From an optimization exercise on the open Yosys and OpenROAD flow, aimed at small area, a short achievable clock period and few clock cycles per item; shortcuts taken in it are not production practice.
At most, simulation tests tie the RTL to the original design; equivalence was not proved.

==> delta: inputs <==
==> flow/design.v (excerpt) <==
module calendar_date_difference (
  input  logic                           clk_i,
  input  logic                           rst_ni,
  input  logic                           in_valid_i,
  output logic                           in_ready_o,
  input  logic [cdd_pkg::YEAR_W-1:0]     first_year_i,
  input  logic [cdd_pkg::MONTH_W-1:0]    first_month_i,
  input  logic [cdd_pkg::DAY_W-1:0]      first_day_i,
  input  logic [cdd_pkg::YEAR_W-1:0]     second_year_i,
  input  logic [cdd_pkg::MONTH_W-1:0]    second_month_i,
  input  logic [cdd_pkg::DAY_W-1:0]      second_day_i,
  output logic                           out_valid_o,
  input  logic                           out_ready_i,
  output logic [cdd_pkg::DIFF_W-1:0]     day_difference_o
);
==> flow/config.mk <==
export PLATFORM = sky130hd
export DESIGN_NAME = calendar_date_difference
export DESIGN_NICKNAME = calendar_date_difference
export VERILOG_FILES = /design/flow/design.v
export SDC_FILE = /design/flow/constraint.sdc
export NUM_CORES = 4
export LEC_CHECK = 0
export CAP_MARGIN = 20
export CORE_MARGIN = 2
export CORE_UTILIZATION = 40
export SETUP_SLACK_MARGIN = 2.7
export SLEW_MARGIN = 20
==> flow/constraint.sdc <==
create_clock -name core_clock -period 7.0 [get_ports {clk_i}]
set_input_delay 1.4000 -clock core_clock [delete_from_list [all_inputs] [get_ports {clk_i}]]
set_output_delay 1.4000 -clock core_clock [all_outputs]
set_load 0.01 [all_outputs]
standard.sh (not shown) runs the stock make flow with config.mk's settings and CLKGATE_MAP_FILE= SYNTH_SCRIPT=/design/flow/synth_recipe.tcl, a recipe that flattens the netlist after the stock synthesis.
==> flow/flow/run.sh <==
#!/bin/bash
# Layout flow: the standard flow (standard.sh), with one change: the
# buffers that buffer_ports puts on every input and output port are
# sky130_fd_sc_hd__buf_2 instead of the cell OpenROAD picks by default.
set -euo pipefail
export BUFFER_PORTS_ARGS="-buffer_cell sky130_fd_sc_hd__buf_2"
bash standard.sh finish > standard_flow.log 2>&1
==> inputs of quartz, as changes to delta <==
- CORE_UTILIZATION: 40 -> 60
- CTS_BUF_LIST: unset -> sky130_fd_sc_hd__clkbuf_8
- SETUP_SLACK_MARGIN: 2.7 -> 2.6
==> inputs of cedar, as changes to delta <==
==> flow/flow/run.sh (replaced) <==
#!/bin/bash
# Layout flow: the standard flow (standard.sh), with one change: the
# buffers that buffer_ports puts on every input and output port are
# sky130_fd_sc_hd__buf_1 instead of the cell OpenROAD picks by default.
set -euo pipefail
export BUFFER_PORTS_ARGS="-buffer_cell sky130_fd_sc_hd__buf_1"
bash standard.sh finish > standard_flow.log 2>&1
- SETUP_SLACK_MARGIN: 2.7 -> 2.6
==> results.sh <==
export IMPL_die_w_microns=176
export IMPL_layout_nonclk_buf_frac=0.0338
export IMPL_place_ws_ps=1950
export IMPL_dp_cells=1638
export IMPL_start_util=0.409
export IMPL_root_buffer="clkbuf_16"
export IMPL_status="no timing/DRC/antenna violations"
export IMPL_holdWs_ps=469
export IMPL_reg2reg_from="ga_q$_DFFE_PP_"
[end of results for cedar]
==> results.sh <==
export IMPL_status="no timing/DRC/antenna violations"
export IMPL_place_ws_ps=2150
export IMPL_dp_cells=1638
export IMPL_min_delay_start="u_ctrl.v1_q$_DFFE_PN0P_"
export IMPL_reg2reg_from="gb_q$_DFFE_PP_"
export IMPL_start_util=0.409
export IMPL_holdWs_ps=477
export IMPL_root_buffer="clkbuf_16"
export IMPL_layout_nonclk_buf_frac=0.0450
[end of results for delta]
==> results.sh <==
export IMPL_via_per_inst=5.29
export IMPL_die_w_microns=144
export IMPL_synth_top_family_by_area="adder cells"
export IMPL_synth_most_common_cell="inv_1"
export IMPL_synthArstFlopShare=0.0204
export IMPL_layout_setup_ws_ps=2640
export IMPL_cap_viol_max_count=0
export IMPL_place_ws_ps=2160
export IMPL_num_nonclk_inverters=274
export IMPL_dpl_hpwl_mm=20.0
export IMPL_start_util=0.608
export IMPL_holdWs_ps=477
export IMPL_dp_cells=1519
export IMPL_status="no timing/DRC/antenna violations"
export IMPL_nFillCells=1668
export IMPL_reg2reg_from="ga_q$_DFFE_PP_"
export IMPL_layout_nonclk_buf_frac=0.0346
[end of results for quartz]
Testbench counts of delta, summed over its fixed seeds: cycles 24,016, items 24,000.
Testbench counts of quartz, summed over its fixed seeds: cycles 24,016, items 24,000.
Testbench counts of cedar, summed over its fixed seeds: cycles 24,016, items 24,000.

==> inputs of indigo <==
calendar_date_difference, a different RTL version from the one above (not shown whole).
Settings: LEC_CHECK=0, CAP_MARGIN=20, CORE_MARGIN=2, CORE_UTILIZATION=40, SETUP_SLACK_MARGIN=2.6, SLEW_MARGIN=20; clock period 7.0 ns.
==> flow/flow/run.sh <==
#!/bin/bash
# Layout flow: the standard flow (standard.sh) with two changes:
# - the buffers that buffer_ports puts on every input and output port are
#   sky130_fd_sc_hd__buf_1 instead of the cell OpenROAD picks by default;
# - Yosys's synth skips its quick internal ABC pass (SYNTH_ARGS=-noabc), so
#   the full adders written in the RTL reach extract_fa as written; the
#   technology mapping ABC pass after it runs as usual.
set -euo pipefail
export BUFFER_PORTS_ARGS="-buffer_cell sky130_fd_sc_hd__buf_1"
export SYNTH_ARGS="-noabc"
bash standard.sh finish > standard_flow.log 2>&1
==> xenon (differences from indigo) <==
--- a/flow/design.v
+++ b/flow/design.v
@@ -1603,23 +1603,21 @@
   logic s2_c290;
   logic s2_c291;
   logic s2_s292;
   logic s2_c293;
   logic s2_s294;
   logic s2_c295;
-  logic        dt_zero, y_lt, y_eq, e_le, same_le;
-  logic [8:0]  ea, eb;
+  logic        dt_zero, y_lt, y_eq;
+  logic [9:0]  ea, eb;
   always_comb begin
-    dt_zero = dt_i[11] && (dt_i[10:0] == 11'd0);
-    y_lt    = !dt_i[11] || (dt_zero && ((!ra_i[1] && !rb_i[1]) || ((!ra_i[1] || !rb_i[1]) && (!ra_i[0] && !rb_i[0]))));
-    y_eq    = dt_zero && (ra_i[0] != rb_i[0]) && (ra_i[1] != rb_i[1]);
-    ea      = ga_i ? 9'd32 : ua_i;
-    eb      = gb_i ? 9'd32 : ~ub_i;
-    e_le    = !(((!eb[8] && ea[8]) || ((!eb[8] || ea[8]) && ((!eb[7] && ea[7]) || ((!eb[7] || ea[7]) && ((!eb[6] && ea[6]) || ((!eb[6] || ea[6]) && ((!eb[5] && ea[5]) || ((!eb[5] || ea[5]) && ((!eb[4] && ea[4]) || ((!eb[4] || ea[4]) && ((!eb[3] && ea[3]) || ((!eb[3] || ea[3]) && ((!eb[2] && ea[2]) || ((!eb[2] || ea[2]) && ((!eb[1] && ea[1]) || ((!eb[1] || ea[1]) && (!eb[0] && ea[0]))))))))))))))))));
-    same_le = (la_i && !lb_i) || (e_le && (la_i || !lb_i));
-    sg_o    = y_lt || (y_eq && same_le);
+    dt_zero = (dt_i == 12'h800);
+    y_lt    = !dt_i[11] || (dt_zero && (ra_i < ~rb_i));
+    y_eq    = dt_zero && (ra_i == ~rb_i);
+    ea      = {1'b0, ua_i} - 10'(la_i) - (ga_i ? 10'd28 : 10'd0);
+    eb      = {1'b0, ~ub_i} - 10'(lb_i) - (gb_i ? 10'd28 : 10'd0);
+    sg_o    = y_lt || (y_eq && (ea <= eb));
   end
   always_comb begin
     kp = 6'd32 - 6'(la_i) - (ga_i ? 6'd28 : 6'd0) + 6'(lb_i) + (gb_i ? 6'd28 : 6'd0);
   end
   assign s2_s1 = dt_i[3] ^ dt_i[1];
   assign s2_c2 = dt_i[3] & dt_i[1];
- SETUP_SLACK_MARGIN: 2.6 -> 2.4
==> qor summary <==
|  | indigo | xenon |
|---|---|---|
| Outcome | no timing/DRC/antenna violations | no timing/DRC/antenna violations |
| WP data required | 7.09 ns | 7.22 ns |
| Number of cells produced by synthesis | 1,089 | 1,203 |
| Clock-pin slew reported for the worst setup and hold paths after clock tree synthesis | 0.07 ns | 0.08 ns |
| First-iteration detailed-routing DRC count | 420 | 425 |
| Crit path launch | second_year_i[2] | first_year_i[7] |
| Multi-input gate share of total cell area | 0.6101 | 0.6235 |
| Chip Width | 172.7 microns | 178.5 microns |
| Adder-cell share of the synthesized area | 0.3823 | 0.3928 |
| Minimum setup slack in the final design | 2.694 ns | 2.475 ns |
| Final net count | 1,462 | 1,607 |
| Row Count | 61 | 63 |
| Area Overhead vs Synth | 9.458% | 8.149% |
| Number of multi-input logic gates | 745 | 835 |
| Filler Cell Count | 2,603 | 2,920 |
| Max Freq | 0.2323 GHz | 0.2210 GHz |
| Number of ordinary inverters in the final layout | 205 | 231 |
| Post-synthesis mux area share | 0.004399 | 0.003288 |
| Length in cells of the worst reg-to-reg path | 10 | 13 |
| Met1 demand-to-capacity share in global routing | 0.2291 | 0.2234 |
| Register-to-register setup slack | 2.72 ns | 2.61 ns |
| Period utilisation layout | 0.6151 | 0.6465 |
| Met1 wire length | 11.46 mm | 11.46 mm |
| Maximum number of pins on one net before global-route repair | 55 | 46 |
No run of this note included a check of the RTL's function; only the layout flow was run.

## afterwards: timing with drivers on the ports
No port has a modelled driver above. Below, the same layouts with a new extraction and two added sets of constraints. Step 1 assumes that a clkbuf_16 drives the clock port and a buf_2 every other input. Step 2 moves the port delays by t, midway between the first and last clock arrival at a register: inputs arrive t later, outputs are due t later. That takes back most of the time a late clock gives input paths. Slacks: ideal / step 1 / step 2; pairs: ideal / step 1.
run	t (ns)	setup slack, ns	worst slew at a driven data input, ns
delta	0.392	2.709 / 2.664 / 2.388	0.04
quartz	0.410	2.635 / 2.597 / 2.294	0.03
cedar	0.383	2.687 / 2.674 / 2.327	0.04
indigo	0.384	2.694 / 2.710 / 2.326	0.04
xenon	0.402	2.475 / 2.501 / 2.099	0.07
After both steps every run listed still meets setup and hold. For xenon, which loses most, drivers alone change the setup slack by +0.026 ns; drivers and shift together by -0.376 ns.
